From an optimization exercise on the open Yosys and OpenROAD flow, aimed at small area; shortcuts taken in it are not production practice. Function was checked by simulation only, so behaviour that the tests miss may differ from the original. The flow treats the clock pin as an ideal source, which a real chip does not have.

// frame_gen_top
module frame_gen_top #(
    parameter int         PAYLOAD_LENGTH  = 128,
    parameter logic [7:0] PAYLOAD_PATTERN = 8'h55
) (
    input  logic                        clk,
    input  logic                        i_rst_n,
    input  logic                        i_start,
    input  logic [111:0]                i_header,           
    input  logic [15:0]                 i_payload_length,
    input  logic [8*PAYLOAD_LENGTH-1:0] i_payload,          
    input  logic [7:0]                  i_mode,
    output logic                        o_valid,
    output logic [63:0]                 o_frame_out,
    output logic                        o_done
);
    logic        load;
    logic        load_n;
    logic        preamble;
    logic        body;
    logic        fcs;
    logic        hdr0;
    logic        hdr1;
    logic        beat7;
    logic        body_last;
    logic [7:0]  pass;
    logic [7:0]  pass_n;
    logic [7:0]  set;
  ...
clock: 8.0 ns
lec_check: 0
cap_margin: 20
core_margin: 2
core_utilization: 22
slew_margin: 20
standard.sh (not shown) runs the stock make flow with config.mk's settings and CLKGATE_MAP_FILE= SYNTH_SCRIPT=/design/flow/synth_recipe.tcl, a recipe that flattens the netlist after the stock synthesis.
==> flow/flow/run.sh <==
#!/bin/bash
# The standard layout with these changes to how it is built:
#  - synthesis is the standard synthesis with an area-only abc mapping
#    script (flow/synth_area.tcl, flow/abc_area.abc); registers are unchanged;
#  - port buffers made from the smallest buffer cell (buf_1);
#  - clock tree synthesis with clkbuf_4/clkbuf_8, clusters of up to 25 sinks
#    within 120 um, and no dummy loads;
#  - after clock tree synthesis, flow/post_cts.tcl upsizes any clock buffer
#    whose sinks see a clock slew above 115 ps (placement estimate).
set -euo pipefail
export FLOW_SYNTH_TCL="$PWD/synth_recipe.tcl"
export FLOW_ABC_SCRIPT="$PWD/flow/abc_area.abc"
export BUFFER_PORTS_ARGS="-buffer_cell sky130_fd_sc_hd__buf_1"
export CTS_ARGS="-sink_clustering_enable -repair_clock_nets -dont_use_dummy_load -buf_list {sky130_fd_sc_hd__clkbuf_4 sky130_fd_sc_hd__clkbuf_8} -sink_clustering_size 25 -sink_clustering_max_diameter 120"
export POST_CTS_TCL="$PWD/flow/post_cts.tcl"
export CLK_SLEW_TARGET=0.115
sed "s#SYNTH_SCRIPT=[^ ]*#SYNTH_SCRIPT=$PWD/flow/synth_area.tcl#" standard.sh > standard_area.sh
grep -q "SYNTH_SCRIPT=$PWD/flow/synth_area.tcl" standard_area.sh
bash standard_area.sh > standard.log 2>&1
==> flow/flow/abc_area.abc <==
&get -n
&st
&nf -R 1000
&put
Other scripts of this flow, unchanged in this note and not shown: flow/flow/post_cts.tcl, flow/flow/synth_area.tcl
Rerun with:
==> flow/flow/abc_area.abc (replaced) <==
&get -n
&st
&dch -f
&nf -R 1000
&put
Settings changed: CORE_ASPECT_RATIO set to 0.7, CORE_UTILIZATION 22 to 27.
- routed wire length fell by roughly a tenth
- design area fell slightly
- register-to-register slack gets worse by 0.099 ns
- setup slack got worse by 0.099 ns
Rerun with:
==> flow/flow/abc_area.abc (replaced) <==
&get -n
&st
&nf -R 1000
&put
Settings changed: CORE_ASPECT_RATIO 0.7 to not set, CORE_UTILIZATION 27 to 22, PLACE_DENSITY set to 0.8.
- The changed run finished with timing, DRC and antenna clean
- via count rose by 3.0%
- flip-flop and latch count stays the same
- design area is higher by 1.9%
- global-route usage drops by 1.5 points
- die area grows by 23%
- worst hold slack gets worse by 0.11 ns
- maximum frequency increases by 1.1%
- core utilization is lower by 5.8 points

Setup of north:
frame_gen_top again, from the RTL that the note above started with.
==> flow/design.v (excerpt) <==
module frame_gen_top #(
    parameter int         PAYLOAD_LENGTH  = 128,
    parameter logic [7:0] PAYLOAD_PATTERN = 8'h55
) (
    input  logic                        clk,
    input  logic                        i_rst_n,
    input  logic                        i_start,
    input  logic [111:0]                i_header,           
    input  logic [15:0]                 i_payload_length,
    input  logic [8*PAYLOAD_LENGTH-1:0] i_payload,          
    input  logic [7:0]                  i_mode,
    output logic                        o_valid,
    output logic [63:0]                 o_frame_out,
    output logic                        o_done
);
    logic        load;
    logic        load_n;
    logic        preamble;
    logic        body;
    logic        fcs;
    logic        hdr0;
    logic        hdr1;
    logic        beat7;
    logic        body_last;
    logic [7:0]  pass;
    logic [7:0]  pass_n;
    logic [7:0]  set;
    logic [31:0] fcs_value;
    frame_fsm u_fsm (
        .clk         (clk),
        .i_rst_n     (i_rst_n),
        .i_start     (i_start),
  ...
export LEC_CHECK = 0
export CAP_MARGIN = 20
export CORE_MARGIN = 2
export CORE_UTILIZATION = 22
export SLEW_MARGIN = 20
create_clock -name core_clock -period 8.0 [get_ports {clk}]
==> flow/flow/abc_area.abc <==
&get -n
&st
&dch -f
&nf -R 1000
&put
==> flow/flow/post_cts.tcl <==
# After clock tree synthesis: upsize clock buffers whose sinks see a slow
# clock edge, so every flip-flop clock pin stays well inside the slew limit.
proc clk_sink_slew { inst } {
  set worst 0
  foreach out [get_pins -of_objects $inst -filter "direction == output"] {
    foreach p [get_pins -of_objects [get_nets -of_objects $out] -filter "direction == input"] {
      set s [get_property $p slew_max]
      if { $s > $worst } { set worst $s }
    }
  }
  return $worst
}
set up_list {sky130_fd_sc_hd__clkbuf_1 sky130_fd_sc_hd__clkbuf_2 sky130_fd_sc_hd__clkbuf_4 sky130_fd_sc_hd__clkbuf_8 sky130_fd_sc_hd__clkbuf_16}
set limit [expr { [info exists ::env(CLK_SLEW_TARGET)] ? $::env(CLK_SLEW_TARGET) : 0.100 }]
for { set pass 0 } { $pass < 4 } { incr pass } {
  estimate_parasitics -placement
  set changed 0
  foreach inst [get_cells *] {
    set m [get_property $inst ref_name]
    set i [lsearch $up_list $m]
    if { $i < 0 || $i == [llength $up_list] - 1 } { continue }
    if { [clk_sink_slew $inst] > $limit } {
      replace_cell $inst [lindex $up_list [expr { $i + 1 }]]
      incr changed
    }
  }
  puts "post_cts pass $pass: upsized $changed clock buffers"
  if { $changed == 0 } { break }
}
detailed_placement
check_placement -verbose
estimate_parasitics -placement
==> flow/flow/synth_area.tcl <==
# The standard synthesis (synth_recipe.tcl, sourced below) with one change:
# the abc technology-mapping call uses flow/abc_area.abc, an area-only mapping
# that keeps the shared xor terms of the crc. Registers are mapped before abc
# (dfflibmap), so they come out exactly as in the standard synthesis.
proc abc {args} {
  set i [lsearch -exact $args -script]
  if { $i >= 0 && [string match *abc_speed.script [lindex $args [expr {$i + 1}]]] } {
    lset args [expr {$i + 1}] $::env(FLOW_ABC_SCRIPT)
  }
  yosys abc {*}$args
}
source $::env(FLOW_SYNTH_TCL)
Scripts as last shown in full above: flow/flow/run.sh
> inputs changed (north -> south)
- changing SLEW_MARGIN from 20 to 0
- changing CAP_MARGIN from 20 to 0
==> flow/flow/abc_area.abc <==
&get -n
&st
&nf -R 1000
&put
--- outcome ---
south vs. north: fraction of standard cell area in multi-input logic climbed 0.25 points; end-of-flow core utilization closely matched the old numbers; post-route fraction of the period consumed by the critical path went up; final instance area moved up; number of vias after detailed routing went down by 0.45%.
Looking only at met1 usage, and setting everything else aside, the lower value of south and north goes to south.
Diff north -> south: sequential share of layout area fell by 0.23 points, wire length of the first global-routing pass fell by 2600 microns, setup slack fell by 0.30 ns.
In south relative to north, amount of wire on met2 after detailed routing had gone up by a few percent.
| net count after synthesis | south vs north | ≈ equal |

-- separate check: timing with driven ports --
The flow's constraints put no driver on any port. The routed layouts listed below were extracted and timed again, unchanged, in two steps. Step 1 sets driving cells, clkbuf_16 on the clock port and buf_2 on the other inputs (assumed; they add their load-dependent delay and slew). Step 2 moves the port delays by t, midway between the first and last clock arrival at a register: inputs arrive t later, outputs are due t later. That takes back most of the time a late clock gives input paths. Slacks: ideal / step 1 / step 2; pairs: ideal / step 1.
run	t (ns)	slack for setup (ns)	worst setup path at the end
the first run of note 1	0.734	1.992 / 1.992 / 1.992	register to register
the second run of note 1	0.773	1.893 / 1.893 / 1.893	register to register
the third run of note 1	0.725	1.959 / 1.959 / 1.959	register to register
north	0.766	2.307 / 2.281 / 2.307	register to register
south	0.732	2.002 / 2.002 / 2.002	register to register
After both steps every run listed still meets setup and hold.
